Source: an optimization exercise on an open RTL-to-GDS flow (aim: small area, a short achievable clock period and few clock cycles). Production flows keep margins and buffers that such runs may drop.
Where RTL was checked, it was by simulation tests only, not by an equivalence proof against the original.
Power figures rest on the tool's default switching activity, not on a simulated workload.

Design sw_top, start of the top module:
module sw_top (
    input  wire          clk,
    input  wire          rst,
    input  wire          i_valid,
    input  wire [73:0]   i_job,
    input  wire          i_ready,
    output wire          o_ready,
    output wire          o_valid,
    output wire [17:0]   o_result
);
    localparam DEPTH = 4;
    wire          take;
    wire          rel_first;
    wire          rel_buf;
    wire [1:0]    base;
    wire          first;
    wire          x;
    wire          rb0_ld;
    wire [1:0]    rb0;
    wire [31:0]   read_a;
    wire [31:0]   read_b;
    wire [15:0]   en_a;
    wire [15:0]   en_b;
    wire          out_first;
    wire          out_x;
    wire [4:0]    c_score;
    wire [3:0]    c_row;
    sw_controller #(.DEPTH(DEPTH)) sw_controller_i (
        .clk         (clk),
        .rst         (rst),
        .i_valid     (i_valid),
        .i_job       (i_job),
        .i_take      (take),
        .i_rel_first (rel_first),
        .i_rel_buf   (rel_buf),
        .o_ready     (o_ready),
        .o_base      (base),
        .o_first     (first),
        .o_x         (x),
        .o_rb0_ld    (rb0_ld),
        .o_rb0       (rb0),
        .o_read_a    (read_a),
        .o_read_b    (read_b),
        .o_en_a      (en_a),
        .o_en_b      (en_b)
    );
  ...
Settings: LEC_CHECK=0, ABC_AREA=1, CAP_MARGIN=20, CORE_MARGIN=2, CORE_UTILIZATION=40, SLEW_MARGIN=20; clock period 10.0 ns.
standard.sh (not shown) runs the stock make flow with config.mk's settings and CLKGATE_MAP_FILE= SYNTH_SCRIPT=/design/flow/synth_recipe.tcl, a recipe that flattens the netlist after the stock synthesis.
==> flow/flow/run.sh <==
#!/bin/bash
# The standard layout, with the port buffers made from plain buf_2 cells instead of the delay
# buffer that buffer_ports picks on its own. Every make step's output goes to make.log here;
# ORFS keeps each tool's full log under orfs/logs/.
set -euo pipefail
bash standard.sh "BUFFER_PORTS_ARGS=-buffer_cell sky130_fd_sc_hd__buf_2" CTS_CLUSTER_SIZE=24 CTS_CLUSTER_DIAMETER=100 finish > make.log 2>&1
Edit:
--- a/flow/flow/run.sh
+++ b/flow/flow/run.sh
@@ -6 +6 @@
-bash standard.sh "BUFFER_PORTS_ARGS=-buffer_cell sky130_fd_sc_hd__buf_2" CTS_CLUSTER_SIZE=24 CTS_CLUSTER_DIAMETER=100 finish > make.log 2>&1
+bash standard.sh "BUFFER_PORTS_ARGS=-buffer_cell sky130_fd_sc_hd__buf_2" finish > make.log 2>&1
Fmax is higher slightly. Global-route usage went up by 0.46 points. Final cell count increases slightly. Setup slack gains 0.021 ns. Routed wire length came out higher by a few percent. Synthesized cell count does not change. Die area stays the same. Final area went up by a few percent. Sequential power stays flat. First-iteration DRC count came out higher slightly.
Edit:
--- a/flow/flow/run.sh
+++ b/flow/flow/run.sh
@@ -6 +6 @@
-bash standard.sh "BUFFER_PORTS_ARGS=-buffer_cell sky130_fd_sc_hd__buf_2" finish > make.log 2>&1
+bash standard.sh "BUFFER_PORTS_ARGS=-buffer_cell sky130_fd_sc_hd__buf_2" SETUP_SLACK_MARGIN=7 finish > make.log 2>&1
Result: The new run finished clean; wire length barely changes; synthesized cell count stays the same; core utilization hardly moves; worst setup slack gets worse by 0.030 ns; design area stays flat; clock-buffer cell count increases by 6; non-clock buffer count stays the same; hold slack is better by 0.0041 ns.
Function was not checked in any run of this note: the RTL went through the layout flow alone.

* * *

sw_top, a different RTL version from the one above (not shown whole).
Size: roughly 98 I/O pins, about 41000 sq um of cells after synthesis.
clock: 10.0 ns
lec_check: 0
abc_area: 1
cap_margin: 20
core_margin: 2
core_utilization: 70
place_density: 0.8
slew_margin: 20
==> flow/flow/run.sh <==
#!/bin/bash
# The standard layout, with the port buffers made from plain buf_2 cells instead of the delay
# buffer that buffer_ports picks on its own. Every make step's output goes to make.log here;
# ORFS keeps each tool's full log under orfs/logs/.
set -euo pipefail
bash standard.sh "BUFFER_PORTS_ARGS=-buffer_cell sky130_fd_sc_hd__buf_2" CTS_CLUSTER_SIZE=24 CTS_CLUSTER_DIAMETER=100 finish > make.log 2>&1
The baseline completed without violations.
Testbench counts at the start, summed over its fixed seeds: cycles 8,786.
Next try:
--- a/flow/flow/run.sh
+++ b/flow/flow/run.sh
@@ -5,2 +5,2 @@
 set -euo pipefail
-bash standard.sh "BUFFER_PORTS_ARGS=-buffer_cell sky130_fd_sc_hd__buf_2" CTS_CLUSTER_SIZE=24 CTS_CLUSTER_DIAMETER=100 finish > make.log 2>&1
+bash standard.sh "BUFFER_PORTS_ARGS=-buffer_cell sky130_fd_sc_hd__buf_2" CTS_CLUSTER_SIZE=24 CTS_CLUSTER_DIAMETER=100 SETUP_SLACK_MARGIN=6.85 finish > make.log 2>&1
Clock power stays flat.
Synthesized area stays the same.
Die area stays the same.
Hold slack barely changes.

* * *

Setup of rev 12:
sw_top, a different RTL version from the one above (not shown whole).
Size: roughly 580 flip-flops, about 98 I/O pins, ~24,000 um^2 of cells after synthesis.
Settings: LEC_CHECK=0, ABC_AREA=1, CAP_MARGIN=20, CORE_MARGIN=2, CORE_UTILIZATION=70, PLACE_DENSITY=0.8, SLEW_MARGIN=20; clock period 10.0 ns.
==> flow/flow/run.sh <==
#!/bin/bash
# The standard layout, with the port buffers made from plain buf_2 cells instead of the delay
# buffer that buffer_ports picks on its own. Every make step's output goes to make.log here;
# ORFS keeps each tool's full log under orfs/logs/.
set -euo pipefail
bash standard.sh "BUFFER_PORTS_ARGS=-buffer_cell sky130_fd_sc_hd__buf_2" CTS_CLUSTER_SIZE=30 CTS_CLUSTER_DIAMETER=60 finish > make.log 2>&1
Both conditions hold for rev 12: the flow ran to the end and the final layout passed the timing, DRC and antenna checks.
Testbench counts of rev 12, summed over its fixed seeds: cycles 16,691.
Modified inputs, rev 13 compared to rev 12
- PLACE_DENSITY: 0.8 -> 0.7
- CORE_UTILIZATION: 70 -> 60
diff --git a/flow/flow/run.sh b/flow/flow/run.sh
--- a/flow/flow/run.sh
+++ b/flow/flow/run.sh
@@ -5,2 +5,2 @@
 set -euo pipefail
-bash standard.sh "BUFFER_PORTS_ARGS=-buffer_cell sky130_fd_sc_hd__buf_2" CTS_CLUSTER_SIZE=30 CTS_CLUSTER_DIAMETER=60 finish > make.log 2>&1
+bash standard.sh "BUFFER_PORTS_ARGS=-buffer_cell sky130_fd_sc_hd__buf_2" CTS_CLUSTER_SIZE=24 CTS_CLUSTER_DIAMETER=100 finish > make.log 2>&1
### Flow results
Total power (rev 13 vs. rev 12) decreases by a few percent
Final standard cell utilization of the core is higher on rev 12
Rev 12 → rev 13: final critical path time including I/O delays and setup rose by 0.094 ns, net load switching power fell by about 7.5%, worst setup slack after placement decreased by 0.020 ns relative to the old numbers.

port drivers added, routing unchanged:
The results above use ideal ports. As a check the final layouts listed here were re-extracted and re-timed, cells and wires unchanged.
Step 1: set_driving_cell puts a clkbuf_16 on clk and a buf_2 on each other input, an assumption about the parent block.
Step 2 adds t to the input delays and takes it off the output delays; t is the mean of the earliest and latest rising clock arrival at the registers after step 1. Input paths then give back, and output paths get back, about the clock's delay inside the block.
Slacks: no drivers / after step 1 / after step 2; pairs: no drivers / after step 1.
run | shift t [ns] | setup slack, ns | worst setup path after step 2 | pins driven straight from the clock port
the first run of note 1 | 0.655 | 6.792 / 6.733 / 6.601 | input to register | 1
the second run of note 1 | 0.671 | 6.812 / 6.754 / 6.599 | input to register | 1
the third run of note 1 | 0.659 | 6.782 / 6.723 / 6.757 | input to register | 1
the first run of note 2 | 0.679 | 6.707 / 6.707 / 6.344 | input to register | 1
the second run of note 2 | 0.678 | 6.810 / 6.748 / 6.649 | input to register | 1
rev 12 | 0.587 | 6.922 / 6.868 / 6.460 | input to register | 1
rev 13 | 0.642 | 6.829 / 6.772 / 6.504 | input to register | 1
After both steps every run listed still meets setup and hold. For rev 12, which loses most, drivers alone change the setup slack by -0.054 ns; drivers and shift together by -0.462 ns.
